From an optimization exercise on the open Yosys and OpenROAD flow, aimed at small area and a short achievable clock period; shortcuts taken in it are not production practice. In this exercise RTL edits were held to simulation tests only and were not proved equivalent to the original.

## dct_1d
module dct_1d (
  input  logic                  aclk,
  input  logic                  rst_n,
  input  logic                  in_valid,
  input  dct_pkg::sample_vec_t  in_block,
  output logic                  out_valid,
  output dct_pkg::lane_vec_t    out_block
);
clock: 9.0 ns
lec_check: 0
cap_margin: 20
core_margin: 2
core_utilization: 40
slew_margin: 20
synth_hierarchical: 1
synth_minimum_keep_size: 0
standard.sh (not shown) runs the stock make flow with config.mk's settings and CLKGATE_MAP_FILE= SYNTH_SCRIPT=/design/flow/synth_recipe.tcl, a recipe that flattens the netlist after the stock synthesis.
==> flow/flow/run.sh <==
#!/bin/bash
set -euo pipefail
export BUFFER_PORTS_ARGS="-buffer_cell sky130_fd_sc_hd__buf_2"
export SETUP_SLACK_MARGIN=7
bash standard.sh > standard.log 2>&1
The baseline finished clean.
Change:
==> flow/flow/run.sh (replaced) <==
#!/bin/bash
set -euo pipefail
export BUFFER_PORTS_ARGS="-buffer_cell sky130_fd_sc_hd__buf_2"
export SETUP_SLACK_MARGIN=6
bash standard.sh > standard.log 2>&1
Result: Clock-buffer cell count increases by 21. Wire length decreases by 10%. Clock skew increases by 0.0054 ns. Die area stays the same. Setup slack is better by 0.013 ns. Sequential share of layout area increases by 3.9 points.

========
dct_1d, a different RTL version from the one above (not shown whole).
Size in the first run: about 5500 cells after synthesis, about 1100 flip-flops, about 320 I/O pins, about 0.065 mm^2 of cells after synthesis.
==> flow/config.mk <==
export PLATFORM = sky130hd
export DESIGN_NAME = dct_1d
export DESIGN_NICKNAME = dct_1d
export VERILOG_FILES = /design/flow/design.v
export SDC_FILE = /design/flow/constraint.sdc
export NUM_CORES = 4
export LEC_CHECK = 0
export CAP_MARGIN = 20
export CORE_MARGIN = 2
export CORE_UTILIZATION = 40
export SETUP_SLACK_MARGIN = 5
export SLEW_MARGIN = 20
export SYNTH_HIERARCHICAL = 1
export SYNTH_MINIMUM_KEEP_SIZE = 0
==> flow/constraint.sdc <==
create_clock -name core_clock -period 9.0 [get_ports {aclk}]
set_input_delay 1.8000 -clock core_clock [delete_from_list [all_inputs] [get_ports {aclk}]]
set_output_delay 1.8000 -clock core_clock [all_outputs]
set_load 0.01 [all_outputs]
==> flow/flow/run.sh <==
#!/bin/bash
set -euo pipefail
export BUFFER_PORTS_ARGS="-buffer_cell sky130_fd_sc_hd__buf_2"
bash standard.sh > standard.log 2>&1
The starting point ran to the end with no violations.
Edit:
--- a/flow/flow/run.sh
+++ b/flow/flow/run.sh
@@ -3,0 +4 @@
+export SETUP_SLACK_MARGIN=6
SETUP_SLACK_MARGIN = not set   (was 5)
Effect: Routed wire length went up by 0.75%. Clock-buffer cell count came out lower by 3. Synthesized cell count does not change.
Edit:
==> flow/run.sh (new file) <==
#!/bin/bash
# synth_recipe.tcl (not shown) runs the flow's synth.tcl, then flattens the netlist and writes it again
# the make line also repeats each setting of config.mk as NAME=value (left out here)
make -C /OpenROAD-flow-scripts/flow DESIGN_CONFIG=/design/flow/config.mk WORK_HOME=/design/flow/orfs CLKGATE_MAP_FILE= SYNTH_SCRIPT=/design/flow/synth_recipe.tcl finish
SETUP_SLACK_MARGIN = 5   (was not set)
removed: flow/flow/run.sh
removed: flow/standard.sh
Final area goes down by 2.1%.
Worst hold slack got worse by 17 ps.
First-iteration DRC count rises by 7.2%.
Wire length went down by 0.65%.
Core utilization came out lower by 1.0 points.
Synthesized cell count does not change.
Setup slack is worse by 670 ps.
Critical path depth went up by 7.
Die area is unchanged.

========
== onyx ==
Another version of the RTL of dct_1d (not shown whole).
Size in the first run: roughly 5,500 cells after synthesis, about 65,000 um2 of cells after synthesis.
==> flow/config.mk <==
export PLATFORM = sky130hd
export DESIGN_NAME = dct_1d
export DESIGN_NICKNAME = dct_1d
export VERILOG_FILES = /design/flow/design.v
export SDC_FILE = /design/flow/constraint.sdc
export NUM_CORES = 4
export LEC_CHECK = 0
export CAP_MARGIN = 20
export CORE_MARGIN = 2
export CORE_UTILIZATION = 40
export SLEW_MARGIN = 20
export SYNTH_HIERARCHICAL = 1
export SYNTH_MINIMUM_KEEP_SIZE = 0
==> flow/constraint.sdc <==
create_clock -name core_clock -period 9.0 [get_ports {aclk}]
set_input_delay 1.8000 -clock core_clock [delete_from_list [all_inputs] [get_ports {aclk}]]
set_output_delay 1.8000 -clock core_clock [all_outputs]
set_load 0.01 [all_outputs]
==> flow/flow/run.sh <==
#!/bin/bash
set -euo pipefail
export BUFFER_PORTS_ARGS="-buffer_cell sky130_fd_sc_hd__buf_2"
export SETUP_SLACK_MARGIN=6.15
bash standard.sh > standard.log 2>&1
The inputs of raven differ from those of onyx as listed below.
- CTS_CLUSTER_SIZE now 25, previously not set
- CTS_CLUSTER_DIAMETER now 60, previously not set
==> flow/flow/run.sh <==
#!/bin/bash
set -euo pipefail
export BUFFER_PORTS_ARGS="-buffer_cell sky130_fd_sc_hd__buf_2"
export SETUP_SLACK_MARGIN=6
bash standard.sh > standard.log 2>&1
Results
- Total of cells resized after clock tree synthesis (raven vs. onyx) decreases by more than a quarter
- raven vs. onyx: clock-pin slew on the worst setup and hold paths up 0.02 ns; global-route wire length before repair went down.
- raven against onyx; final HPWL from detailed placement is down by a few percent.
- Slowest library cell on the worst path: sky130_fd_sc_hd__dfxtp_4 -> onyx, sky130_fd_sc_hd__fa_2 -> raven
Setup changes, raven to amber
- CTS_CLUSTER_DIAMETER no longer set, was 60
- CTS_CLUSTER_SIZE no longer set, was 25
==> notes.md <==
Routed wire length grows slightly when moving from raven to amber. Per the comparison of amber with raven, count of inserted antenna diode cells went up, total area of multi-input combinational cells did not really move. Looking at clock buffer instance count of the final layout, amber sits about 43% higher than raven does. Number of detailed-route iterations in the first pass: amber vs raven down 2. Between raven and amber, the data arrival time at the worst-slack endpoint is higher for raven. A critical-path cell with the highest stage delay of sky130_fd_sc_hd__dfxtp_4 is what amber shows, while sky130_fd_sc_hd__fa_2 belongs to raven.

what the ideal ports hide:
Ports are ideal in the flow. The routed layouts listed here were re-timed in OpenROAD.
Step 1 sets driving cells, clkbuf_16 on the clock port and buf_2 on the other inputs (assumed; they add their load-dependent delay and slew).
Step 2, shift: input delay + t, output delay - t, t = (earliest + latest rising clock arrival at the registers) / 2. This alone moves slack from input paths to output paths.
a / b / c = ideal ports / drivers / drivers and shift; a / b = the first two.
| run | t, ns | setup WS [ns] | hold WS [ns] | worst register clock-pin slew, ns | worst data-port slew with drivers (ns) |
|---|---|---|---|---|---|
| the first run of note 1 | 0.860 | 5.888 / 5.799 / 5.556 | 0.317 / 0.317 / 0.317 | 0.06 / 0.06 | 0.25 |
| the second run of note 1 | 0.866 | 5.902 / 5.817 / 5.345 | 0.309 / 0.309 / 0.309 | 0.07 / 0.07 | 0.18 |
| the first run of note 2 | 0.793 | 5.362 / 5.362 / 4.763 | 0.321 / 0.321 / 0.321 | 0.07 / 0.07 | 0.22 |
| the second run of note 2 | 0.802 | 5.939 / 5.859 / 5.362 | 0.323 / 0.323 / 0.323 | 0.07 / 0.07 | 0.23 |
| the third run of note 2 | 0.792 | 5.274 / 5.282 / 4.490 | 0.306 / 0.306 / 0.306 | 0.07 / 0.07 | 0.22 |
| onyx | 0.830 | 5.893 / 5.814 / 5.356 | 0.299 / 0.299 / 0.299 | 0.07 / 0.07 | 0.16 |
| raven | 0.796 | 5.947 / 5.874 / 5.303 | 0.318 / 0.318 / 0.318 | 0.08 / 0.08 | 0.30 |
| amber | 0.796 | 5.955 / 5.880 / 5.310 | 0.318 / 0.318 / 0.318 | 0.06 / 0.06 | 0.32 |
After both steps setup and hold are still met in every run listed. For the third run of note 2, which loses most, drivers alone change the setup slack by +0.008 ns; drivers and shift together by -0.784 ns.
